This is an optimization exercise on Yosys and OpenROAD, whose aim is small area, a short achievable clock period and few clock cycles per item, not a production implementation.
At most, simulation tests tie the RTL to the original design; equivalence was not proved.
Function not checked in runs 4 and 5: the RTL went through the layout flow alone.
Power is estimated from default activity; no workload was simulated.

[design.v]
package led_pkg;
    localparam int FRAME_WORDS = 32;
    localparam int ROWS        = 8;
    localparam int DEVICES     = 4;
    localparam int COL_W       = 8;
    typedef enum logic [2:0] {
        S_IDLE,
        S_LOAD,
        S_RENDER,
        S_FIN,
        S_START,
        S_WAIT_ACK,
        S_WAIT_DONE,
        S_HOLD
    } state_t;
endpackage
module led_col_ram (
    input  logic        clk_i,
    input  logic        we_i,
    input  logic [7:0]  waddr_i,
    input  logic [7:0]  wdata_i,
    input  logic [15:0] sel_lo_i,
    input  logic [15:0] sel_hi_i,
    output logic [7:0]  rdata_a_o,
    output logic [7:0]  rdata_b_o
);
    logic [7:0] mem_q [256];
    logic [7:0]  grp [16];
    logic [15:0] wsel_lo_q;
    logic [15:0] wsel_hi_q;
    logic [7:0]  wdata_q;
    always_ff @(posedge clk_i) begin
        for (int a = 0; a < 16; a++) begin
            wsel_lo_q[a] <= we_i && (waddr_i[3:0] == 4'(a));
            wsel_hi_q[a] <= (waddr_i[7:4] == 4'(a));
        end
        wdata_q <= wdata_i;
        for (int h = 0; h < 16; h++) begin
            for (int l = 0; l < 16; l++) begin
                if (wsel_hi_q[h] && wsel_lo_q[l]) begin
                    mem_q[16*h+l] <= wdata_q;
                end
            end
        end
    end
    always_comb begin
        rdata_a_o = '0;
        rdata_b_o = '0;
        for (int h = 0; h < 16; h++) begin
            grp[h] = '0;
            for (int l = 0; l < 16; l++) begin
                grp[h] = grp[h] | (mem_q[16*h+l] & {8{sel_lo_i[l]}});
            end
            if (h < 8) begin
                rdata_a_o = rdata_a_o | (grp[h] & {8{sel_hi_i[h]}});
            end else begin
                rdata_b_o = rdata_b_o | (grp[h] & {8{sel_hi_i[h]}});
            end
        end
    end
endmodule
module led_scroll_engine #(
    parameter int ADDR_W = 8
) (
    input  logic              in_clk,
    input  logic              in_rst,
    input  logic [7:0]        in_col_data,
    input  logic [ADDR_W-1:0] in_col_addr,
    input  logic              in_col_we,
    input  logic [ADDR_W:0]   in_msg_len,
    input  logic              in_enable,
    input  logic [15:0]       in_hold,
    input  logic              in_drv_ready,
    output logic [15:0]       out_drv_data,
    output logic [4:0]        out_drv_addr,
    output logic              out_drv_we,
    output logic              out_drv_start,
    output logic [ADDR_W-1:0] out_offset,
    output logic              out_busy,
    output logic              out_frame_done
);
    localparam logic [ADDR_W:0] DEPTH_L = {1'b1, {ADDR_W{1'b0}}};
    function automatic logic [ADDR_W:0] clamp_len(input logic [ADDR_W:0] len);
        clamp_len = (len > DEPTH_L) ? DEPTH_L : len;
    endfunction
    function automatic logic [ADDR_W-1:0] step_mod(input logic [ADDR_W-1:0] a,
                                                   input logic [ADDR_W:0]   lenm1);
        step_mod = (lenm1[ADDR_W] || a == lenm1[ADDR_W-1:0]) ? '0 : a + 1'b1;
    endfunction
    function automatic logic [15:0] dec16(input logic [3:0] a);
        dec16 = 16'd1 << a;
    endfunction
    led_pkg::state_t   state_q;
    logic              busy_q;
    logic [4:0]        cnt_q;
    logic [3:0]        pl_q;
    logic              ori_q;
    logic [ADDR_W-1:0] offset_q;
    logic [ADDR_W-1:0] offset_adv_q;
    logic [ADDR_W:0]   off10_q;
    logic [ADDR_W:0]   lraw_q;
    logic [ADDR_W:0]   lenm1_q;
    logic [15:0]       hold_q;
    logic              hz_q;
    logic [ADDR_W-1:0] ptr_q;
    logic [15:0]       sel_lo_q;
    logic [15:0]       sel_hi_q;
    logic [7:0]        rd_q;
    logic [7:0]        buf_q [8];
    logic [7:0]        drv_data_q;
    logic [3:0]        drv_row_q;
    logic [4:0]        drv_addr_q;
    logic              drv_we_q;
    logic              drv_start_q;
    logic              frame_done_q;
    logic [7:0]        col_rd_a;
    logic [7:0]        col_rd_b;
    logic [7:0]        rd_a_q;
    logic [7:0]        rd_b_q;
    logic [7:0]        wdist;
    logic              idle;
    logic              in_hold_st;
    logic              hold_end;
    logic              go_idle;
    logic              go_pre;
    logic              go_fast;
    logic              go_load;
    logic [ADDR_W-1:0] base;
    logic              beg_zero;
    logic [ADDR_W-1:0] begin_off;
    logic              pl_hit;
    logic              pl_restart;
    logic              pl_read;
    logic              step;
    logic              shift;
    logic              rd_en;
    logic              jump;
    logic              wrap;
    logic [4:0]        s_idx;
    logic [7:0]        head;
    led_col_ram u_col_ram (
        .clk_i    (in_clk),
        .we_i     (in_col_we),
        .waddr_i  (in_col_addr),
        .wdata_i  (in_col_data),
        .sel_lo_i (sel_lo_q),
        .sel_hi_i (sel_hi_q),
        .rdata_a_o(col_rd_a),
        .rdata_b_o(col_rd_b)
    );
    always_ff @(posedge in_clk) begin
        offset_adv_q <= step_mod(offset_q, lenm1_q);
        off10_q      <= {1'b0, offset_q} + 9'd10;
    end
    assign idle       = !busy_q;
    assign in_hold_st = (state_q == led_pkg::S_HOLD);
    assign hold_end   = in_hold_st && hz_q;
    assign go_idle = idle && in_enable && in_drv_ready;
    assign go_pre  = go_idle && (pl_q == 4'd10) && !pl_hit && !in_col_we &&
                     !off10_q[ADDR_W] && (off10_q < in_msg_len);
    assign go_fast = hold_end && in_enable && (in_msg_len == lraw_q);
    assign go_load = (go_idle && !go_pre) ||
                     (hold_end && in_enable && (in_msg_len != lraw_q));
    assign base      = idle ? offset_q : offset_adv_q;
    assign beg_zero  = ({1'b0, base} >= in_msg_len);
    assign begin_off = beg_zero ? '0 : base;
    assign wdist = in_col_addr - offset_q;
    always_ff @(posedge in_clk) begin
        pl_hit <= in_col_we && (wdist <= 8'd9);
    end
    assign pl_restart = idle && (pl_hit || pl_q == 4'd0);
    assign pl_read    = idle && !pl_restart && (pl_q != 4'd10);
    assign step  = go_fast || go_pre || (state_q == led_pkg::S_RENDER);
    assign s_idx = (state_q == led_pkg::S_RENDER) ? cnt_q : 5'd0;
    assign shift = step ||
                   ((state_q == led_pkg::S_LOAD) && (cnt_q != 5'd0)) ||
                   (pl_read && !go_idle && (pl_q != 4'd1));
    assign rd_en = step || (state_q == led_pkg::S_LOAD) || (pl_read && !go_idle);
    assign jump = step && (s_idx == 5'd22);
    assign wrap = !idle && (lenm1_q[ADDR_W] || ptr_q == lenm1_q[ADDR_W-1:0]);
    always_ff @(posedge in_clk) begin
        if (go_load) begin
            ptr_q    <= begin_off;
            sel_lo_q <= beg_zero ? 16'd1 : dec16(base[3:0]);
            sel_hi_q <= beg_zero ? 16'd1 : dec16(base[7:4]);
        end else if (pl_restart) begin
            ptr_q    <= offset_q;
            sel_lo_q <= dec16(offset_q[3:0]);
            sel_hi_q <= dec16(offset_q[7:4]);
        end else if (jump) begin
            ptr_q    <= offset_adv_q;
            sel_lo_q <= dec16(offset_adv_q[3:0]);
            sel_hi_q <= dec16(offset_adv_q[7:4]);
        end else if (rd_en) begin
            if (wrap) begin
                ptr_q    <= '0;
                sel_lo_q <= 16'd1;
                sel_hi_q <= 16'd1;
            end else begin
                ptr_q    <= ptr_q + 1'b1;
                sel_lo_q <= {sel_lo_q[14:0], sel_lo_q[15]};
                if (sel_lo_q[15]) begin
                    sel_hi_q <= {sel_hi_q[14:0], sel_hi_q[15]};
                end
            end
        end
    end
    always_ff @(posedge in_clk) begin
        if (rd_en) begin
            rd_a_q <= col_rd_a;
            rd_b_q <= col_rd_b;
        end
    end
    assign rd_q = rd_a_q | rd_b_q;
    always_comb begin
        for (int j = 0; j < 8; j++) begin
            head[7-j] = ori_q ? buf_q[j][0] : buf_q[0][j];
        end
    end
    always_ff @(posedge in_clk) begin
        if (shift) begin
            for (int i = 0; i < 8; i++) begin
                for (int j = 0; j < 8; j++) begin
                    if (!ori_q) begin
                        buf_q[i][j] <= (i == 7) ? rd_q[j] : buf_q[(i+1)%8][j];
                    end else begin
                        buf_q[i][j] <= (j == 7) ? rd_q[i] : buf_q[i][(j+1)%8];
                    end
                end
            end
        end
    end
    always_ff @(posedge in_clk) begin
        drv_data_q <= head & {8{!lenm1_q[ADDR_W] || idle}};
        drv_row_q  <= {1'b0, s_idx[2:0]} + 4'd1;
        drv_addr_q <= {s_idx[2:0], s_idx[4:3]};
    end
    always_ff @(posedge in_clk) begin
        if (in_rst) begin
            state_q      <= led_pkg::S_IDLE;
            busy_q       <= 1'b0;
            cnt_q        <= '0;
            pl_q         <= '0;
            ori_q        <= 1'b0;
            offset_q     <= '0;
            lraw_q       <= '0;
            lenm1_q      <= '1;
            hold_q       <= '0;
            hz_q         <= 1'b0;
            drv_we_q     <= 1'b0;
            drv_start_q  <= 1'b0;
            frame_done_q <= 1'b0;
        end else begin
            drv_we_q     <= step;
            drv_start_q  <= 1'b0;
            frame_done_q <= 1'b0;
            if (shift && ((state_q == led_pkg::S_LOAD) ? (cnt_q[3:0] == 4'd8) :
                          idle ? (pl_q == 4'd9) : (s_idx[2:0] == 3'd7))) begin
                ori_q <= ~ori_q;
            end
            if (go_load || go_pre || go_fast) begin
                lraw_q  <= in_msg_len;
                lenm1_q <= clamp_len(in_msg_len) - 1'b1;
            end
            if (!idle || go_idle) begin
                pl_q <= '0;
            end else if (pl_restart) begin
                pl_q <= 4'd1;
            end else if (pl_q != 4'd10) begin
                pl_q <= pl_q + 4'd1;
            end
            case (state_q)
                led_pkg::S_IDLE: begin
                    if (go_load) begin
                        state_q  <= led_pkg::S_LOAD;
                        busy_q   <= 1'b1;
                        cnt_q    <= '0;
                        offset_q <= begin_off;
                    end else if (go_pre) begin
                        state_q  <= led_pkg::S_RENDER;
                        busy_q   <= 1'b1;
                        cnt_q    <= 5'd1;
                    end
                end
                led_pkg::S_LOAD: begin
                    if (cnt_q[3:0] == 4'd8) begin
                        state_q <= led_pkg::S_RENDER;
                        cnt_q   <= '0;
                    end else begin
                        cnt_q <= cnt_q + 5'd1;
                    end
                end
                led_pkg::S_RENDER: begin
                    cnt_q <= cnt_q + 5'd1;
                    if (cnt_q == 5'd31) begin
                        state_q <= led_pkg::S_FIN;
                    end
                end
                led_pkg::S_FIN: begin
                    state_q     <= led_pkg::S_START;
                    drv_start_q <= 1'b1;
                end
                led_pkg::S_START: begin
                    state_q <= led_pkg::S_WAIT_ACK;
                end
                led_pkg::S_WAIT_ACK: begin
                    if (!in_drv_ready) begin
                        state_q <= led_pkg::S_WAIT_DONE;
                    end
                end
                led_pkg::S_WAIT_DONE: begin
                    if (in_drv_ready) begin
                        state_q      <= led_pkg::S_HOLD;
                        frame_done_q <= 1'b1;
                        hold_q       <= in_hold;
                        hz_q         <= (in_hold == 16'd0);
                    end
                end
                led_pkg::S_HOLD: begin
                    if (hz_q) begin
                        if (go_fast) begin
                            state_q  <= led_pkg::S_RENDER;
                            cnt_q    <= 5'd1;
                            offset_q <= offset_adv_q;
                        end else if (go_load) begin
                            state_q  <= led_pkg::S_LOAD;
                            cnt_q    <= '0;
                            offset_q <= begin_off;
                        end else begin
                            state_q  <= led_pkg::S_IDLE;
                            busy_q   <= 1'b0;
                            offset_q <= offset_adv_q;
                        end
                    end else begin
                        hold_q <= hold_q - 16'd1;
                        hz_q   <= (hold_q == 16'd1);
                    end
                end
                default: begin
                    state_q <= led_pkg::S_IDLE;
                    busy_q  <= 1'b0;
                end
            endcase
        end
    end
    assign out_drv_data   = {4'h0, drv_row_q, drv_data_q};
    assign out_drv_addr   = drv_addr_q;
    assign out_drv_we     = drv_we_q;
    assign out_drv_start  = drv_start_q;
    assign out_offset     = offset_q;
    assign out_busy       = busy_q;
    assign out_frame_done = frame_done_q;
endmodule
[run.sh]
#!/bin/bash
# synth_recipe.tcl (not shown) runs the flow's synth.tcl, then flattens the netlist and writes it again
# the make line also repeats each setting of config.mk as NAME=value (left out here)
make -C /OpenROAD-flow-scripts/flow DESIGN_CONFIG=/design/flow/config.mk WORK_HOME=/design/flow/orfs CLKGATE_MAP_FILE= SYNTH_SCRIPT=/design/flow/synth_recipe.tcl finish
[constraint.sdc]
create_clock -name core_clock -period 8.0 [get_ports {in_clk}]
set_input_delay 1.6000 -clock core_clock [delete_from_list [all_inputs] [get_ports {in_clk}]]
set_output_delay 1.6000 -clock core_clock [all_outputs]
set_load 0.01 [all_outputs]
[config.mk]
export PLATFORM = sky130hd
export DESIGN_NAME = led_scroll_engine
export DESIGN_NICKNAME = led_scroll_engine
export VERILOG_FILES = /design/flow/design.v
export SDC_FILE = /design/flow/constraint.sdc
export NUM_CORES = 4
export LEC_CHECK = 0
export ABC_CLOCK_PERIOD_IN_PS = 3000
export CAP_MARGIN = 20
export CORE_MARGIN = 2
export CORE_UTILIZATION = 38
export CTS_CLUSTER_DIAMETER = 75
export CTS_CLUSTER_SIZE = 25
export PLACE_DENSITY = 0.5
export SETUP_SLACK_MARGIN = 5
export SLEW_MARGIN = 20
==> impl_metrics.tcl, run 1 <==
set metrics [dict create \
    cp.required_ns 8.49 \
    ant_nets 0 \
    setup_slack_ns 4.800 \
    fmax_mhz 312.5 \
    grt_pass1_vias 48810 \
    yosys-top-cells-count "edfxtp_1, a221oi_1, a22o_1, clkbuf_1, and2_1" \
    post-place-ws_ns 2.588 \
    timing.hold.worst.class "register to register" \
    netlist_area_um2 86960 \
    htree_levels 4 \
    rows 175 \
    fp.dieW_um 482.4 \
    p_leak_nw 30.85 \
    drive_gt1_frac 0.1456 \
    slew_headroom 0.2175 \
    crit_chain "buf_12 -> buf_6 -> a221oi_2 -> nand4_1 -> a22oi_1 -> nand4_1" \
    cts_made_buffers 131 \
    routed_via_density 6.173 \
    place_congestion 0.8277 \
    cts_buffer_depth 3 \
    r2r-end "rd_b_q[4]$_DFFE_PP_" \
    power_w 0.03029 \
    rsz0062_at_grt "true" \
    synth-seq-cells 2303 \
    cts_root_buf "clkbuf_16" \
    initial_core_util 0.3823 \
    synth_top_flop_cell "edfxtp_1" \
    min_from "buf_q[0][0]$_DFFE_PP_" \
    synth_cell_types 67 \
    drc 0 \
    ff2ff_setup_slack_ns 4.80 \
    synth_edf_count 2168 \
    io_buffer_count 74 \
    cp_slowest_cell "buf_6" \
    post-synth-top-count-cell "edfxtp_1" \
    startpoint_type "register" \
    cts_tree "yes" \
    drt_pre_antenna_iters 6 \
    grt_pass1_wl_um 393000 \
    hold_slack_ns 0.4679 \
    postSynthCellCount 5089 \
    synth.largest_area_cell "edfxtp_1" \
    routed_wl_um 287900 \
    crit_path_end_kind "register" \
    final.fill_count 19970 \
    area_growth_pct 13.60 \
    fin_tns_setup_ns 0 \
    clock_skew_ns 0.04272 \
    hold_viol 0 \
    avgSynthCellArea_um2 17.09 \
    track_usage 0.2388 \
    antenna_found_initial 25 \
    worstRegToRegCells 6 \
    r2r-start "sel_lo_q[8]$_DFFE_PP_" \
    hold_buffers 0 \
    overflow 0 \
    insertion_delay_ns 0.83 \
    fin_crit_sh 0.4000 \
    hold_path_end "drv_data_q[7]$_DFF_P_" \
    grt_max_degree 151 \
    pwr_density_cell_nw_per_um2 306.5 \
    vias 51180 \
    drtIter0Drc 7070 \
    peakVddDrop_mv 0.2162 \
    netlist.area_leader.share 0.7486 \
    critPathKind "register to register" \
    period_needed_ns 3.200 \
    async_flop_share 0 \
    synthTopCellsByArea "edfxtp_1, a221oi_1, a22o_1" \
    cpMostUsedCell "nand4_1" \
    whs_path_depth 1 \
    cts_sinks 2303 \
    final_area_um2 98790 \
    drv_slew 0 \
    max_stage_delay_ns 0.50 \
    layout.nets 5256 \
    clk_pin_slew_worst_paths_ns 0.09 \
    setup_viol_count_final 0 \
    die_h_um 482.4 \
    maxCapViolations 0 \
    synth.yosys.seq_area_share 0.7797 \
    yosys_warnings 5 \
    cp.arrival_ns 3.69 \
    dieArea_um2 232700 \
    tightestPinTransition_ns 1.174 \
    wl_per_cell_um 34.73 \
    run_status "no timing/DRC/antenna violations" \
    place_hpwl_um 151500 \
    path_max_fanout 92 \
    io_pins 79 \
    core_area_um2 227500 \
    place_area_um2 91300 \
]
==> repair_timing <==
action                                  in CTS  in global routing
buffers inserted                            55                 29
pin swaps                                   67                 43
endpoints found under the setup margin     218                183
cloned                                      22                 12
resized for setup                          387                126
==> power breakdown <==
| part | switching, W | internal, W |
|---|---|---|
| registers | 0.000478 | 0.0136 |
| logic | 0.00553 | 0.00283 |
| clock network | 0.00416 | 0.00369 |
==> area by class of cell <==
class,count,area [um2],area share
repair buffers,284,3460,0.03502
clock inverters,76,947.2,0.009587
multi-input cells,2398,18960,0.1919
flip-flops and latches,2303,67890,0.6872
clock buffers,153,3496,0.03539
diodes,20,50.05,0.0005066
well taps,3009,3765,0.03811
inverters,47,220.2,0.002229
==> layout by cell type, fill, tap and decap left out, types with 20 or more instances in the layout <==
| cell | instances |
|---|---|
| edfxtp_1 | 2168 |
| a22o_1 | 513 |
| a221oi_1 | 437 |
| and2_1 | 261 |
| nand4_1 | 161 |
| clkbuf_16 | 146 |
| nor2_1 | 125 |
| buf_4 | 122 |
| nand2_1 | 103 |
| a21oi_1 | 102 |
| dfxtp_1 | 93 |
| a221oi_2 | 79 |
| o21ai_0 | 58 |
| mux2_2 | 45 |
| a22oi_2 | 43 |
| nor3_1 | 39 |
| ha_1 | 37 |
| xnor2_1 | 35 |
| inv_1 | 33 |
| clkdlybuf4s50_1 | 30 |
| dfxtp_2 | 28 |
| buf_6 | 27 |
| a22oi_1 | 25 |
| nand3_1 | 23 |
| buf_2 | 23 |
| o21ai_1 | 22 |
| buf_12 | 22 |
| diode_2 | 20 |
==> metal layers <==
metal  wire [um]  track usage  share of wire  up-vias
li1            -            -              -    21260
met5           0            0              0        -
met2      136600       0.3870           0.47     2377
met4        6548      0.05524          0.023        0
met1      122200       0.3402           0.42    27220
met3       22530      0.03441          0.078      319
==> worst max path at each step <==
stage / startpoint / to / cells after the start
2_1_floorplan: in_msg_len[8] / ori_q$_SDFFE_PP0P_ / 9
3_3_place_gp: in_msg_len[8] / sel_lo_q[6]$_DFFE_PP_ / 8
3_5_place_dp: in_msg_len[8] / sel_lo_q[4]$_DFFE_PP_ / 8
4_1_cts: in_msg_len[8] / sel_hi_q[12]$_DFFE_PP_ / 11
5_1_grt: in_msg_len[8] / sel_hi_q[15]$_DFFE_PP_ / 12
6_report: sel_lo_q[8]$_DFFE_PP_ / rd_b_q[4]$_DFFE_PP_ / 6
==> registers in the layout, indices dropped and copies added, names as in the netlist, 9 cells and up <==
name                 count
lenm1_q                  9
u_col_ram.wsel_hi_q     16
u_col_ram.mem_q       2048
lraw_q                   9
u_col_ram.wsel_lo_q     16
off10_q                  9
sel_lo_q                16
sel_hi_q                16
hold_q                  16
buf_q                   64
==> stage by stage <==
step / instances / util
after detailed placement: 7923 / 0.4013
final: 8290 / 0.4343
after floorplan: 5092 / -
after CTS: 8229 / 0.4301
after global routing: 8271 / 0.4340
after global placement: 7922 / 0.4013
==> logic make-up (layout without fill, tap and decap cells) <==
logic type | count (synthesis) | count (layout) | share of synthesized area
buf+inv | 396 | 560 | 0.01738
compound gates | 1408 | 1410 | 0.1312
xor+xnor | 51 | 51 | 0.005136
simple gates | 820 | 823 | 0.05184
fa+ha+maj | 45 | 45 | 0.006561
other cells | 1 | 24 | 0.00004312
flops | 2303 | 2303 | 0.7797
mux | 65 | 65 | 0.008129
==> critical path, delay by kind of cell, from the launching register on <==
kind,cells,cell delay [ns]
DFF,1,0.41
buffers and inverters,2,0.72
AOI/OAI and AO/OA,2,0.81
and+or+nand+nor,2,0.62
Testbench counts, summed over its fixed seeds: cycles 13,321, frames 192.
==> run 2, diff against run 1 <==
--- a/config.mk
+++ b/config.mk
@@ -8,9 +8,9 @@
 export ABC_CLOCK_PERIOD_IN_PS = 3000
 export CAP_MARGIN = 20
 export CORE_MARGIN = 2
-export CORE_UTILIZATION = 38
+export CORE_UTILIZATION = 45
 export CTS_CLUSTER_DIAMETER = 75
 export CTS_CLUSTER_SIZE = 25
-export PLACE_DENSITY = 0.5
+export PLACE_DENSITY = 0.72
 export SETUP_SLACK_MARGIN = 5
 export SLEW_MARGIN = 20
==> run 2 against run 1 <==
Compared with the run above:
- worst setup slack lost 0.028 ns
- count of clock-buffer cells in the layout is 1 higher
- sequential share of layout area rose by 1.4 points
- largest cell class unchanged
- non-clock buffer count decreased by 19
- register-to-register slack gained 0.05 ns
- flip-flop and latch count unchanged
- via count rose by 3.0%
- clock power shrank 16%
- total power is 5.6% lower
- sequential power about the same
==> impl_metrics.tcl, run 2 <==
set metrics [dict create \
    reg.largest.list "u_col_ram.mem_q x2048, buf_q x64" \
    wl_per_cell_um 33.19 \
    slew_headroom 0.1260 \
    synth.largest_area_cell "edfxtp_1" \
    crit_path_end_kind "register" \
    yosys-top-cells-count "edfxtp_1, a221oi_1, a22o_1, clkbuf_1, and2_1" \
    synth-seq-cells 2303 \
    io_pins 79 \
    critPathKind "input pin to register" \
    hold_buffers 0 \
    cts_tree "yes" \
    final.fill_count 15120 \
    multi_input_area_um2 18780 \
    synth_cell_types 67 \
    drc 0 \
    antenna_found_initial 20 \
    synthTopCellsByArea "edfxtp_1, a221oi_1, a22o_1" \
    synth_top_flop_cell "edfxtp_1" \
    p_leak_nw 30.11 \
    fmax_mhz 309.8 \
    setup_viol_count_final 0 \
    insertion_delay_ns 0.79 \
    clk_pin_slew_worst_paths_ns 0.09 \
    drt_pre_antenna_iters 7 \
    place_area_um2 90540 \
    io_buffer_count 74 \
    largest_reg_flops 2048 \
    peakVddDrop_mv 0.3325 \
    postSynthCellCount 5089 \
    synth_edf_count 2168 \
    grt_pass1_wl_um 356700 \
    grt_max_degree 218 \
    post-synth-top-count-cell "edfxtp_1" \
    routed_via_density 6.795 \
    fp.dieW_um 443.6 \
    maxCapViolations 0 \
    initial_core_util 0.4521 \
    clock_skew_ns 0.03769 \
    drv_slew 0 \
    cts_buffer_depth 3 \
    ant_nets 0 \
    htree_levels 3 \
    dieArea_um2 196800 \
    drtIter0Drc 9552 \
    area_growth_pct 11.24 \
    cts_made_buffers 110 \
    cts_root_buf "clkbuf_16" \
    die_h_um 443.6 \
    cts_sinks 2303 \
    routed_wl_um 257500 \
    rows 161 \
    regMostFlops "u_col_ram.mem_q" \
    grt_pass1_vias 49090 \
    synthSimpleGateAreaFrac 0.05184 \
    run_status "no timing/DRC/antenna violations" \
    layout_common_cells "edfxtp_1, a22o_1, a221oi_1" \
    vias 52720 \
    overflow 0 \
    startpoint_type "input pin" \
    final_common_cell "edfxtp_1" \
    async_flop_share 0 \
    netlist_area_um2 86960 \
    fin_crit_sh 0.4035 \
    avgSynthCellArea_um2 17.09 \
    hold_viol 0 \
    cp.required_ns 8.63 \
    regArea_um2 67880 \
    final_area_um2 96740 \
    track_usage 0.2487 \
    fin_tns_setup_ns 0 \
    synthMuxAreaShare 0.008129 \
    synthXorXnorAreaFrac 0.005136 \
    tightestPinTransition_ns 1.311 \
    place_hpwl_um 133200 \
    place_congestion 0.8867 \
    path_max_fanout 8 \
    timing.hold.worst.class "register to register" \
    yosys_warnings 5 \
    synth_top_family_by_area "compound AO/OA/AOI/OAI gates" \
    netlist.area_leader.share 0.7486 \
    cp.arrival_ns 3.86 \
    pwr_density_cell_nw_per_um2 295.6 \
    hold_slack_ns 0.4799 \
    synth_compound_area_frac 0.1312 \
    synthAdderAreaFrac 0.006561 \
    period_needed_ns 3.228 \
    core_area_um2 192400 \
    layout.nets 5220 \
    synth.yosys.seq_area_share 0.7797 \
    rsz0062_at_grt "true" \
    drive_gt1_frac 0.1189 \
]
==> run 2: power breakdown <==
part	switching (W)	internal [W]
clock	0.00377	0.00283
sequential	0.000482	0.0136
combinational	0.00516	0.00276
==> run 2: kinds of logic (layout without fill, tap and decap cells) <==
group,after synthesis,count (layout)
fa+ha+maj,45,45
xor+xnor,51,51
compound gates,1408,1413
mux,65,65
simple gates,820,823
other cells,1,32
flops,2303,2303
buf+inv,396,500
==> run 2: repair_timing <==
item,CTS,global route
buffers inserted,48,35
gates resized for setup,298,132
endpoints found under the setup margin,218,153
pin swaps,37,50
gates cloned,22,14
==> run 2: final timing paths <==
path | from | end | slack, ns | depth (start not counted)
setup / recovery | in_msg_len[8] | sel_hi_q[14]$_DFFE_PP_ | 4.77 | 11
hold / removal | lraw_q[4]$_SDFFE_PP0P_ | lraw_q[4]$_SDFFE_PP0P_ | 0.48 | 2
setup reg to reg | sel_lo_q[3]$_DFFE_PP_ | rd_a_q[0]$_DFFE_PP_ | 4.85 | 7
hold reg to reg | lraw_q[4]$_SDFFE_PP0P_ | lraw_q[4]$_SDFFE_PP0P_ | 0.48 | 2
==> run 2: per-layer routing <==
| metal | GRT usage | part of all wire | up-vias | wire length [um] |
|---|---|---|---|---|
| li1 | - | - | 21170 | - |
| met1 | 0.3430 | 0.36 | 26610 | 92360 |
| met2 | 0.3879 | 0.46 | 4290 | 119000 |
| met3 | 0.05493 | 0.14 | 646 | 35520 |
| met4 | 0.09356 | 0.041 | 6 | 10620 |
| met5 | 0 | 0.00017 | - | 45 |
==> run 2: area by class of cell <==
cell class / count / share of cell area
antenna: 28 / 0.0007243
clock buffer: 154 / 0.03070
clock inverter: 33 / 0.004553
inverter: 47 / 0.002341
multi-input combinational: 2401 / 0.1941
sequential: 2303 / 0.7017
tap: 2526 / 0.03267
timing repair buffer: 265 / 0.03308
timing repair inverter: 1 / 0.0001164
==> run 2: through the flow <==
stage	setup slack, ns	cells	total power [W]	utilization
6_report	4.772	7758	0.02859	0.5029
2_1_floorplan	3.451	5092	0.01790	-
3_3_place_gp	2.902	7424	0.02051	0.4706
5_1_grt	4.718	7731	0.02913	0.5025
3_5_place_dp	2.809	7424	0.02060	0.4707
4_1_cts	4.855	7681	0.02782	0.4969
==> run 2: critical path, stage by stage <==
cell and delay, ns:
buf_12 0.11, buf_4 0.16, xnor2_1 0.14, nand4_1 0.13, nor3_2 0.08, nor2_1 0.83, a21oi_4 0.01, buf_6 0.20
buf_6 0.14, or3_1 0.37, o21ai_0 0.08
==> run 3, diff against run 2 <==
--- a/config.mk
+++ b/config.mk
@@ -11,6 +11,6 @@
 export CORE_UTILIZATION = 45
 export CTS_CLUSTER_DIAMETER = 75
 export CTS_CLUSTER_SIZE = 25
-export PLACE_DENSITY = 0.72
+export PLACE_DENSITY = 0.6
 export SETUP_SLACK_MARGIN = 5
 export SLEW_MARGIN = 20
==> run 3 against run 2 <==
Compared with the run above:
- fmax increased by 4.3%
- flip-flop and latch count unchanged
- clock skew up 0.020 ns
- register-to-register slack improved by 0.06 ns
- critical path depth is 1 higher
- total power rose by 1.8%
- first-iteration DRC count is 19% lower
- die area stayed put
- cell area up 0.47%
- global-route usage increased by 0.82 points
- final cell count grew 0.40%
- critical path type unchanged
- critical endpoint is now sel_lo_q[13]$_DFFE_PP_
- highest routed layer unchanged
==> impl_metrics.tcl, run 3 <==
set metrics [dict create \
    p_int_w 0.01952 \
    synthXorXnorAreaFrac 0.005136 \
    synth-seq-cells 2303 \
    post-synth-top-count-cell "edfxtp_1" \
    grt_max_degree 201 \
    pwr_density_cell_nw_per_um2 299.5 \
    cts_buffer_depth 3 \
    regArea_um2 67900 \
    path_max_fanout 8 \
    netlist.area_leader.share 0.7486 \
    overflow 0 \
    synthMuxAreaShare 0.008129 \
    place_area_um2 90580 \
    fin_tns_setup_ns 0 \
    drt_pre_antenna_iters 6 \
    drtIter0Drc 7764 \
    drv_slew 0 \
    wl_per_cell_um 34.07 \
    grt_pass1_vias 48040 \
    postSynthCellCount 5089 \
    final_area_um2 97190 \
    peakVddDrop_mv 0.3441 \
    crit_path_end_kind "register" \
    period_needed_ns 3.096 \
    yosys_warnings 5 \
    dieArea_um2 196800 \
    vias 51280 \
    synthSimpleGateAreaFrac 0.05184 \
    ant_nets 0 \
    yosys-top-cells-count "edfxtp_1, a221oi_1, a22o_1, clkbuf_1, and2_1" \
    grt_pass1_wl_um 365200 \
    rsz0062_at_grt "true" \
    reg.largest.list "u_col_ram.mem_q x2048, buf_q x64" \
    routed_via_density 6.583 \
    power_w 0.02911 \
    insertion_delay_ns 0.82 \
    cts_made_buffers 120 \
    synth_top_family_by_area "compound AO/OA/AOI/OAI gates" \
    multi_input_area_um2 18790 \
    layout.nets 5204 \
    synth_top_flop_cell "edfxtp_1" \
    synth.largest_area_cell "edfxtp_1" \
    antenna_found_initial 18 \
    place_hpwl_um 141300 \
    io_buffer_count 74 \
    clk_pin_slew_worst_paths_ns 0.09 \
    maxCapViolations 0 \
    combPwrFrac 0.259 \
    layout_common_cells "edfxtp_1, a22o_1, a221oi_1" \
    pwr-share-seq 0.484 \
    swShare 0.3293 \
    run_status "no timing/DRC/antenna violations" \
    finish.utilization 0.5052 \
    synth_edf_count 2168 \
    tightestPinTransition_ns 1.250 \
    critPathKind "input pin to register" \
    track_usage 0.2570 \
    final_common_cell "edfxtp_1" \
    synthTopCellsByArea "edfxtp_1, a221oi_1, a22o_1" \
    cts_sinks 2303 \
    fmax_mhz 323.0 \
    cp.required_ns 8.64 \
    cts_root_buf "clkbuf_16" \
    avgSynthCellArea_um2 17.09 \
    area_growth_pct 11.76 \
    rows 161 \
    regMostFlops "u_col_ram.mem_q" \
    die_h_um 443.6 \
    hold_viol 0 \
    io_pins 79 \
    routed_wl_um 265400 \
    synth.yosys.seq_area_share 0.7797 \
    largest_reg_flops 2048 \
    post-place-ws_ns 2.637 \
    fp.dieW_um 443.6 \
    final.fill_count 15630 \
    p_sw_w 0.009585 \
    drc 0 \
    clock_skew_ns 0.05740 \
    place_congestion 0.8476 \
    htree_levels 3 \
    synth_cell_types 67 \
    synth_compound_area_frac 0.1312 \
    setup_slack_ns 4.904 \
    power.share.clock 0.256 \
    core_area_um2 192400 \
    startpoint_type "input pin" \
    p_leak_nw 30.27 \
    timing.hold.worst.class "register to register" \
    cp.arrival_ns 3.74 \
    async_flop_share 0 \
    netlist_area_um2 86960 \
    drive_gt1_frac 0.1312 \
    synthAdderAreaFrac 0.006561 \
    fin_crit_sh 0.3870 \
    initial_core_util 0.4521 \
    cts_tree "yes" \
    setup_viol_count_final 0 \
    slew_headroom 0.1668 \
]
run 3: critical path, stage by stage:
cell      delay [ns]
buf_12          0.09
clkinv_8        0.04
ha_4            0.14
or4_4           0.42
nor3_4          0.21
nand3_4         0.12
buf_4           0.15
buf_6           0.11
a21o_4          0.25
buf_12          0.16
buf_12          0.14
o32ai_1         0.28
run 3: cell families (layout without fill, tap and decap cells):
group / after synthesis / count (layout)
flops: 2303 / 2303
compound gates: 1408 / 1409
simple gates: 820 / 821
buf+inv: 396 / 517
mux: 65 / 65
xor+xnor: 51 / 51
fa+ha+maj: 45 / 45
other cells: 1 / 52
run 3: layer usage:
layer / share of wire / up-vias / track usage
met4: 0.031 / 2 / 0.08012
met2: 0.47 / 3015 / 0.4020
met1: 0.40 / 26690 / 0.3709
met3: 0.10 / 393 / 0.04055
met5: 0.000041 / - / 0
li1: - / 21170 / -
run 3: what timing repair did:
item	4_1_cts	5_1_grt
endpoints found under the setup margin	218	161
hold buffers	0	0
pin swaps	44	41
gates resized for setup	333	117
cloned	9	13
setup buffers	42	34
run 3: worst paths after layout:
kind	startpoint	endpoint	slack, ns	cells after the start
worst max-delay path	in_msg_len[8]	sel_lo_q[13]$_DFFE_PP_	4.90	12
worst min-delay path	buf_q[0][0]$_DFFE_PP_	drv_data_q[7]$_DFF_P_	0.47	1
worst max register to register	sel_lo_q[10]$_DFFE_PP_	rd_a_q[7]$_DFFE_PP_	4.91	6
worst min register to register	buf_q[0][0]$_DFFE_PP_	drv_data_q[7]$_DFF_P_	0.47	1
run 3: power groups by stage:
| stage | Combinational [W] | Sequential [W] | Clock [W] |
|---|---|---|---|
| floorplan | 0.00381 | 0.0141 | 0 |
| global placement | 0.00645 | 0.0143 | 0 |
| detailed placement | 0.00647 | 0.0144 | 0 |
| CTS | 0.00705 | 0.0141 | 0.00751 |
| global route | 0.00779 | 0.0141 | 0.00791 |
| finish | 0.00755 | 0.0141 | 0.00746 |
run 3: through the flow:
| step | hold WS, ns | cells |
|---|---|---|
| final | 0.4673 | 7789 |
| after detailed placement | 0.4543 | 7419 |
| after global routing | 0.4958 | 7746 |
| after CTS | 0.4752 | 7694 |
| after floorplan | 0.4285 | 5092 |
| after global placement | 0.4529 | 7419 |
run 3: area by class of cell:
class | instances | share of cell area
clock inverters | 72 | 0.01035
multi-input cells | 2395 | 0.1934
repair buffers | 246 | 0.02893
diodes | 48 | 0.001236
inverters | 47 | 0.002214
well taps | 2526 | 0.03252
clock buffers | 152 | 0.03276
flip-flops and latches | 2303 | 0.6986
==> run 4, diff against run 3 <==
--- a/design.v
+++ b/design.v
@@ -26,21 +26,9 @@
 );
     logic [7:0] mem_q [256];
     logic [7:0]  grp [16];
-    logic [15:0] wsel_lo_q;
-    logic [15:0] wsel_hi_q;
-    logic [7:0]  wdata_q;
     always_ff @(posedge clk_i) begin
-        for (int a = 0; a < 16; a++) begin
-            wsel_lo_q[a] <= we_i && (waddr_i[3:0] == 4'(a));
-            wsel_hi_q[a] <= (waddr_i[7:4] == 4'(a));
-        end
-        wdata_q <= wdata_i;
-        for (int h = 0; h < 16; h++) begin
-            for (int l = 0; l < 16; l++) begin
-                if (wsel_hi_q[h] && wsel_lo_q[l]) begin
-                    mem_q[16*h+l] <= wdata_q;
-                end
-            end
+        if (we_i) begin
+            mem_q[waddr_i] <= wdata_i;
         end
     end
     always_comb begin
--- a/config.mk
+++ b/config.mk
@@ -9,8 +9,8 @@
 export CAP_MARGIN = 20
 export CORE_MARGIN = 2
 export CORE_UTILIZATION = 45
-export CTS_CLUSTER_DIAMETER = 75
-export CTS_CLUSTER_SIZE = 25
+export CTS_CLUSTER_DIAMETER = 90
+export CTS_CLUSTER_SIZE = 30
 export PLACE_DENSITY = 0.6
 export SETUP_SLACK_MARGIN = 5
 export SLEW_MARGIN = 20
==> run 4 against run 3 <==
Compared with the run above:
- still clean
- synthesized cell count about the same
- count of clock-buffer cells in the layout decreased by 53
- clock skew decreased by 0.010 ns
- first-iteration DRC count increased by 6.3%
- register-to-register slack got worse by 0.03 ns
==> impl_metrics.tcl, run 4 <==
set metrics [dict create \
    maxCapViolations 0 \
    core_area_um2 189800 \
    routed_wl_um 290100 \
    timing.hold.worst.class "register to register" \
    cts_tree "yes" \
    drv_slew 0 \
    setup_viol_count_final 0 \
    cpMostUsedCell "and3_4" \
    place_congestion 0.8819 \
    wl_per_cell_um 36.55 \
    place_hpwl_um 146300 \
    initial_core_util 0.4520 \
    cts_root_buf "clkbuf_16" \
    peakVddDrop_mv 0.2148 \
    overflow 0 \
    grt_pass1_wl_um 396200 \
    critPathLaunch "in_msg_len[6]" \
    htree_levels 3 \
    cp.arrival_ns 3.67 \
    clk_pin_slew_worst_paths_ns 0.11 \
    layout.nets 5476 \
    setup_slack_ns 4.828 \
    reg.largest.list "u_col_ram.mem_q x2048, buf_q x64" \
    pwr-share-seq 0.460 \
    r2r-end "rd_b_q[1]$_DFFE_PP_" \
    post-place-ws_ns 2.450 \
    synth.largest_area_cell "edfxtp_1" \
    ff2ff_setup_slack_ns 4.88 \
    avgSynthCellArea_um2 16.84 \
    drtIter0Drc 8253 \
    hold_buffers 0 \
    period_needed_ns 3.172 \
    startpoint_type "input pin" \
    grt_max_degree 203 \
    pwr_density_cell_nw_per_um2 298.3 \
    netlist.area_leader.share 0.7589 \
    async_flop_share 0 \
    synth_edf_count 2168 \
    swShare 0.3522 \
    worstRegToRegCells 8 \
    critPathKind "input pin to register" \
    drt_pre_antenna_iters 8 \
    netlist_area_um2 85780 \
    dieArea_um2 194100 \
    final_area_um2 101800 \
    final_common_cell "edfxtp_1" \
    p_int_w 0.01968 \
    cts_sinks 2263 \
    p_sw_w 0.01070 \
    vias 54050 \
    power.share.clock 0.195 \
    combPwrFrac 0.346 \
    insertion_delay_ns 0.78 \
    area_growth_pct 18.69 \
    cp.required_ns 8.49 \
    ant_nets 0 \
    slew_headroom 0.2267 \
    yosys_warnings 4 \
    min_from "buf_q[0][0]$_DFFE_PP_" \
    io_pins 79 \
    die_h_um 440.6 \
    path_max_fanout 7 \
    crit_chain "buf_8 -> inv_4 -> ha_4 -> and3_4 -> a221o_1 -> a211o_4 -> and3_4 -> and3b_2 -> o2111ai_4 -> buf_6" \
    antenna_found_initial 10 \
    yosys-top-cells-count "edfxtp_1, a221oi_1, a22o_1, nor2_1, clkbuf_1" \
    synth.yosys.seq_area_share 0.7811 \
    rsz0062_at_grt "true" \
    grt_pass1_vias 50230 \
    drive_gt1_frac 0.2264 \
    max_stage_delay_ns 0.31 \
    clock_skew_ns 0.04695 \
    fp.dieW_um 440.6 \
    cts_buffer_depth 3 \
    rows 160 \
    r2r-start "sel_lo_q[4]$_DFFE_PP_" \
    place_area_um2 91180 \
    synth_cell_types 81 \
    run_status "no timing/DRC/antenna violations" \
    hold_viol 0 \
    cts_made_buffers 91 \
    endpoint "sel_hi_q[11]$_DFFE_PP_" \
    track_usage 0.2886 \
    fin_crit_sh 0.3965 \
    layout_common_cells "edfxtp_1, a22o_1, a221oi_1" \
    drc 0 \
    routed_via_density 6.811 \
    tightestPinTransition_ns 1.160 \
    fin_tns_setup_ns 0 \
    crit_path_end_kind "register" \
    largest_reg_flops 2048 \
    synth_top_flop_cell "edfxtp_1" \
    post-synth-top-count-cell "edfxtp_1" \
    regMostFlops "u_col_ram.mem_q" \
    io_buffer_count 74 \
    p_leak_nw 31.41 \
    synth-seq-cells 2263 \
    fmax_mhz 315.2 \
    postSynthCellCount 5093 \
    synthTopCellsByArea "edfxtp_1, a221oi_1, a22o_1" \
    cp_slowest_cell "a221o_1" \
]
-- run 4: changes by cell type in the layout (fill, tap and decap cells not counted), moves of 27 or more --
cell	previous run	this run
diode_2	48	6
a221oi_2	50	89
a22oi_1	32	171
buf_4	102	218
buf_12	28	136
clkbuf_16	129	102
and2_1	261	5
a22o_1	513	444
a221oi_1	465	365
nor2_4	3	245
nand3_1	22	53
-- run 4: stage by stage --
stage	power, W	cells	hold slack (ns)	utilization
after floorplan	0.01824	5096	0.4285	-
after global placement	0.02150	7424	0.4460	0.4802
after detailed placement	0.02153	7426	0.4507	0.4805
after CTS	0.02949	7829	0.4770	0.5245
after global routing	0.03098	7931	0.4978	0.5364
final	0.03037	7936	0.4684	0.5365
-- run 4: cells by family after synthesis --
| family | share of synthesized area |
|---|---|
| buf+inv | 0.01854 |
| flops | 0.7811 |
| mux | 0.006826 |
| fa+ha+maj | 0.006651 |
| other cells | 0.00004372 |
| compound gates | 0.1330 |
| simple gates | 0.04853 |
| xor+xnor | 0.005309 |
-- run 4: worst min-delay path by stage --
stage | depth (start not counted) | endpoint | slack (ns)
detailed placement | 1 | drv_data_q[7]$_DFF_P_ | 0.45
floorplan | 1 | drv_data_q[7]$_DFF_P_ | 0.43
finish | 1 | drv_data_q[7]$_DFF_P_ | 0.47
global placement | 1 | drv_data_q[7]$_DFF_P_ | 0.45
global route | 2 | lraw_q[3]$_SDFFE_PP0P_ | 0.50
CTS | 1 | drv_data_q[7]$_DFF_P_ | 0.48
-- run 4: worst max-delay path: cells and delay by family --
kind / cells / cell delay (ns)
AOI/OAI and AO/OA: 3 / 0.90
adders and majority gates: 1 / 0.19
and+or+nand+nor: 3 / 0.61
buffers and inverters: 3 / 0.35
-- run 4: area by class of cell --
| class | instances | area, um2 |
|---|---|---|
| Fill cell | 14670 | 87970 |
| Tap cell | 2511 | 3142 |
| Inverter | 54 | 271.5 |
| Clock buffer | 99 | 2350 |
| Timing Repair Buffer | 540 | 7574 |
| Multi-Input combinational cell | 2435 | 21060 |
| Sequential cell | 2263 | 67050 |
| Clock inverter | 28 | 355.3 |
| Antenna cell | 6 | 15.01 |
-- run 4: timing repair --
action,CTS,global route
pin swaps,152,124
setup endpoints to repair,2266,1715
gates cloned,49,12
setup buffers,227,89
gates resized for setup,571,197
-- run 4: power groups by stage --
stage / Combinational [W] / Clock (W) / Sequential (W)
2_1_floorplan: 0.00431 / 0 / 0.0139
3_3_place_gp: 0.00723 / 0 / 0.0143
3_5_place_dp: 0.00726 / 0 / 0.0143
4_1_cts: 0.00962 / 0.00594 / 0.0139
5_1_grt: 0.0107 / 0.00629 / 0.0140
6_report: 0.0105 / 0.00592 / 0.0140
-- run 4: per-layer routing --
metal  track usage  vias up  share of wire
li1              -    21730              -
met1        0.4051    28140           0.38
met2        0.4469     3638           0.46
met3       0.05015      540           0.11
met4        0.1201        4          0.045
met5             0        -       0.000079
==> run 5, diff against run 4 <==
--- a/design.v
+++ b/design.v
@@ -26,9 +26,21 @@
 );
     logic [7:0] mem_q [256];
     logic [7:0]  grp [16];
+    logic [15:0] wsel_lo_q;
+    logic [15:0] wsel_hi_q;
+    logic [7:0]  wdata_q;
     always_ff @(posedge clk_i) begin
-        if (we_i) begin
-            mem_q[waddr_i] <= wdata_i;
+        for (int a = 0; a < 16; a++) begin
+            wsel_lo_q[a] <= we_i && (waddr_i[3:0] == 4'(a));
+            wsel_hi_q[a] <= (waddr_i[7:4] == 4'(a));
+        end
+        wdata_q <= wdata_i;
+        for (int h = 0; h < 16; h++) begin
+            for (int l = 0; l < 16; l++) begin
+                if (wsel_hi_q[h] && wsel_lo_q[l]) begin
+                    mem_q[16*h+l] <= wdata_q;
+                end
+            end
         end
     end
     always_comb begin
@@ -123,6 +135,7 @@
     logic              shift;
     logic              rd_en;
     logic              jump;
+    logic              load0;
     logic              wrap;
     logic [4:0]        s_idx;
     logic [7:0]        head;
@@ -161,17 +174,14 @@
     assign step  = go_fast || go_pre || (state_q == led_pkg::S_RENDER);
     assign s_idx = (state_q == led_pkg::S_RENDER) ? cnt_q : 5'd0;
     assign shift = step ||
-                   ((state_q == led_pkg::S_LOAD) && (cnt_q != 5'd0)) ||
+                   ((state_q == led_pkg::S_LOAD) && (cnt_q[3:1] != 3'd0)) ||
                    (pl_read && !go_idle && (pl_q != 4'd1));
-    assign rd_en = step || (state_q == led_pkg::S_LOAD) || (pl_read && !go_idle);
-    assign jump = step && (s_idx == 5'd22);
+    assign rd_en = step || ((state_q == led_pkg::S_LOAD) && !load0) || (pl_read && !go_idle);
+    assign jump  = step && (s_idx == 5'd22);
+    assign load0 = (state_q == led_pkg::S_LOAD) && (cnt_q == 5'd0);
     assign wrap = !idle && (lenm1_q[ADDR_W] || ptr_q == lenm1_q[ADDR_W-1:0]);
     always_ff @(posedge in_clk) begin
-        if (go_load) begin
-            ptr_q    <= begin_off;
-            sel_lo_q <= beg_zero ? 16'd1 : dec16(base[3:0]);
-            sel_hi_q <= beg_zero ? 16'd1 : dec16(base[7:4]);
-        end else if (pl_restart) begin
+        if (pl_restart || load0) begin
             ptr_q    <= offset_q;
             sel_lo_q <= dec16(offset_q[3:0]);
             sel_hi_q <= dec16(offset_q[7:4]);
@@ -242,7 +252,7 @@
             drv_we_q     <= step;
             drv_start_q  <= 1'b0;
             frame_done_q <= 1'b0;
-            if (shift && ((state_q == led_pkg::S_LOAD) ? (cnt_q[3:0] == 4'd8) :
+            if (shift && ((state_q == led_pkg::S_LOAD) ? (cnt_q[3:0] == 4'd9) :
                           idle ? (pl_q == 4'd9) : (s_idx[2:0] == 3'd7))) begin
                 ori_q <= ~ori_q;
             end
@@ -271,7 +281,7 @@
                     end
                 end
                 led_pkg::S_LOAD: begin
-                    if (cnt_q[3:0] == 4'd8) begin
+                    if (cnt_q[3:0] == 4'd9) begin
                         state_q <= led_pkg::S_RENDER;
                         cnt_q   <= '0;
                     end else begin
--- a/config.mk
+++ b/config.mk
@@ -9,8 +9,8 @@
 export CAP_MARGIN = 20
 export CORE_MARGIN = 2
 export CORE_UTILIZATION = 45
-export CTS_CLUSTER_DIAMETER = 90
-export CTS_CLUSTER_SIZE = 30
+export CTS_CLUSTER_DIAMETER = 75
+export CTS_CLUSTER_SIZE = 25
 export PLACE_DENSITY = 0.6
 export SETUP_SLACK_MARGIN = 5
 export SLEW_MARGIN = 20
==> run 5 against run 4 <==
Compared with the run above:
- still clean
- total power increased by 3.0%
- combinational power is 7% lower
- die area up 1.1%
- final cell count is 0.72% lower
- wire length down 1.7%
- worst setup slack got worse by 0.068 ns
- sequential power barely moved
- critical path depth decreased by 2
- clock skew rose by 0.0021 ns
==> impl_metrics.tcl, run 5 <==
set metrics [dict create \
    final.fill_count 15220 \
    r2r-start "sel_lo_q[12]$_DFFE_PP_" \
    largest_reg_flops 2048 \
    die_h_um 443.1 \
    drive_gt1_frac 0.1479 \
    grt_pass1_wl_um 389100 \
    ff2ff_setup_slack_ns 4.76 \
    synth_top_flop_cell "edfxtp_1" \
    routed_via_density 6.700 \
    avgSynthCellArea_um2 17.09 \
    layout_common_cells "edfxtp_1, a22o_1, a221oi_1" \
    r2r-end "rd_a_q[5]$_DFFE_PP_" \
    overflow 0 \
    yosys_warnings 5 \
    final_common_cell "edfxtp_1" \
    synth.yosys.seq_area_share 0.7816 \
    p_int_w 0.02061 \
    dieArea_um2 196300 \
    drt_pre_antenna_iters 8 \
    pwr-share-seq 0.448 \
    worstRegToRegCells 8 \
    swShare 0.3414 \
    slew_headroom 0.1565 \
    cts_buffer_depth 3 \
    min_from "lraw_q[1]$_SDFFE_PP0P_" \
    netlist_area_um2 86760 \
    post-place-ws_ns 2.707 \
    layout.nets 5285 \
    power.share.clock 0.239 \
    insertion_delay_ns 0.83 \
    synthTopCellsByArea "edfxtp_1, a221oi_1, a22o_1" \
    p_sw_w 0.01068 \
    fmax_mhz 308.7 \
    fin_tns_setup_ns 0 \
    drc 0 \
    maxCapViolations 0 \
    fin_crit_sh 0.4050 \
    crit_path_end_kind "register" \
    timing.hold.worst.class "register to register" \
    run_status "no timing/DRC/antenna violations" \
    grt_max_degree 209 \
    initial_core_util 0.4519 \
    post-synth-top-count-cell "edfxtp_1" \
    netlist.area_leader.share 0.7504 \
    fp.dieW_um 443.1 \
    hold_buffers 0 \
    setup_viol_count_final 0 \
    antenna_found_initial 32 \
    setup_slack_ns 4.760 \
    drv_slew 0 \
    synth_edf_count 2168 \
    grt_pass1_vias 49010 \
    io_buffer_count 74 \
    synth.largest_area_cell "edfxtp_1" \
    place_congestion 0.8546 \
    hold_path_end "lraw_q[1]$_SDFFE_PP0P_" \
    wl_per_cell_um 36.19 \
    critPathKind "register to register" \
    synth-seq-cells 2303 \
    routed_wl_um 285200 \
    period_needed_ns 3.240 \
    drtIter0Drc 8550 \
    cts_sinks 2303 \
    pwr_density_cell_nw_per_um2 314.8 \
    startpoint_type "register" \
    ant_nets 0 \
    p_leak_nw 31.24 \
    tightestPinTransition_ns 1.265 \
    rsz0062_at_grt "true" \
    cp.required_ns 8.39 \
    peakVddDrop_mv 0.2396 \
    postSynthCellCount 5075 \
    place_hpwl_um 141300 \
    reg.largest.list "u_col_ram.mem_q x2048, buf_q x64" \
    cts_made_buffers 121 \
    rows 161 \
    combPwrFrac 0.312 \
    track_usage 0.2807 \
    path_max_fanout 23 \
    whs_path_depth 2 \
    hold_viol 0 \
    clock_skew_ns 0.04901 \
    cp.arrival_ns 3.63 \
    cts_tree "yes" \
    io_pins 79 \
    synth_cell_types 69 \
    clk_pin_slew_worst_paths_ns 0.09 \
    core_area_um2 192000 \
    yosys-top-cells-count "edfxtp_1, a221oi_1, a22o_1, clkbuf_1, and2_1" \
    async_flop_share 0 \
    htree_levels 3 \
    regMostFlops "u_col_ram.mem_q" \
    area_growth_pct 14.58 \
    cts_root_buf "clkbuf_16" \
    vias 52790 \
]
-- run 5: power groups by stage --
| stage | combinational (W) | clock [W] | sequential, W |
|---|---|---|---|
| after floorplan | 0.00386 | 0 | 0.0141 |
| after global placement | 0.00669 | 0 | 0.0143 |
| after detailed placement | 0.00672 | 0 | 0.0143 |
| after CTS | 0.00916 | 0.00749 | 0.0140 |
| after global routing | 0.00995 | 0.00789 | 0.0141 |
| final | 0.00978 | 0.00748 | 0.0140 |
-- run 5: worst max-delay path, stage by stage, from the launching register on --
cell      delay, ns
edfxtp_1       0.44
buf_4          0.17
buf_12         0.15
buf_16         0.20
a22o_1         0.22
a221oi_2       0.26
nand4_1        0.42
a221oi_4       0.40
nand4_1        0.47
-- run 5: metrics by stage --
stage,area (um2),std cells,hold WS (ns),power [W],utilization
after floorplan,86990,5078,0.4285,0.01794,-
after global placement,90410,7418,0.4527,0.02101,0.4709
after detailed placement,90410,7418,0.4661,0.02105,0.4709
after CTS,98340,7777,0.4781,0.03066,0.5123
after global routing,99270,7824,0.4902,0.03188,0.5171
final,99410,7879,0.4763,0.03129,0.5178
-- run 5: layout make-up --
class | instances | area, um2 | area share
inverter | 42 | 188.9 | 0.001901
antenna | 67 | 167.7 | 0.001687
sequential | 2303 | 67890 | 0.6829
timing repair buffer | 337 | 4895 | 0.04924
clock inverter | 64 | 853.3 | 0.008584
tap | 2526 | 3161 | 0.03179
multi-input combinational | 2388 | 18920 | 0.1903
clock buffer | 152 | 3341 | 0.03361
-- run 5: kinds of logic after synthesis --
logic type / after synthesis / share of synthesized area
flip-flops: 2303 / 0.7816
AO/OA/AOI/OAI: 1383 / 0.1284
AND/OR/NAND/NOR: 840 / 0.05338
buffers and inverters: 394 / 0.01758
multiplexers: 56 / 0.007125
XOR/XNOR: 52 / 0.005249
adder cells (fa/ha/maj): 46 / 0.006721
other: 1 / 0.00004322
-- run 5: routing by layer --
layer / global-route usage / vias to the layer above / share of wire
met3: 0.05687 / 585 / 0.12
met1: 0.3867 / 27320 / 0.38
met5: 0 / - / 0.00018
met2: 0.4352 / 3551 / 0.46
li1: - / 21330 / -
met4: 0.1198 / 8 / 0.042
-- run 5: worst max-delay path by stage --
stage	startpoint	to	slack, ns	cells after the start
detailed placement	in_msg_len[8]	buf_q[5][7]$_DFFE_PP_	2.71	8
floorplan	in_msg_len[8]	buf_q[0][0]$_DFFE_PP_	4.03	8
finish	sel_lo_q[12]$_DFFE_PP_	rd_a_q[5]$_DFFE_PP_	4.76	8
CTS	sel_lo_q[14]$_DFFE_PP_	rd_b_q[0]$_DFFE_PP_	4.89	7
global placement	in_msg_len[8]	buf_q[5][5]$_DFFE_PP_	2.72	8
global route	sel_lo_q[14]$_DFFE_PP_	rd_b_q[0]$_DFFE_PP_	4.82	7
-- run 5: repair_timing --
| action | in CTS | in global routing |
|---|---|---|
| gates cloned | 51 | 11 |
| resized for setup | 448 | 107 |
| setup buffers | 92 | 22 |
| pin swaps | 66 | 63 |
| hold endpoints to repair | 0 | 0 |
| setup endpoints to repair | 200 | 157 |

==> port drivers added, routing unchanged <==
How much do the figures lean on ideal ports? The routed layouts below were timed once more, with nothing changed but the port constraints. Step 1, drivers: a clkbuf_16 drives in_clk and a buf_2 each remaining input, both assumed. Step 2 adds t to the input delays and takes it off the output delays; t is the mean of the earliest and latest rising clock arrival at the registers after step 1. Input paths then give back, and output paths get back, about the clock's delay inside the block. Slacks: no drivers / after step 1 / after step 2; pairs: no drivers / after step 1.
run | t (ns) | slack for setup (ns) | hold WS [ns] | latest minus earliest clock arrival (ns)
run 1 | 0.897 | 4.800 / 4.800 / 3.975 | 0.468 / 0.468 / 0.468 | 0.047 / 0.047
run 2 | 0.852 | 4.772 / 4.804 / 3.952 | 0.480 / 0.480 / 0.480 | 0.039 / 0.038
run 3 | 0.875 | 4.904 / 4.907 / 4.051 | 0.467 / 0.467 / 0.467 | 0.067 / 0.067
run 4 | 0.861 | 4.828 / 4.861 / 4.001 | 0.468 / 0.468 / 0.468 | 0.070 / 0.069
run 5 | 0.889 | 4.760 / 4.760 / 4.049 | 0.476 / 0.476 / 0.476 | 0.049 / 0.049
After both steps setup and hold are still met in every run listed. For run 3, which loses most, drivers alone change the setup slack by +0.003 ns; drivers and shift together by -0.853 ns.
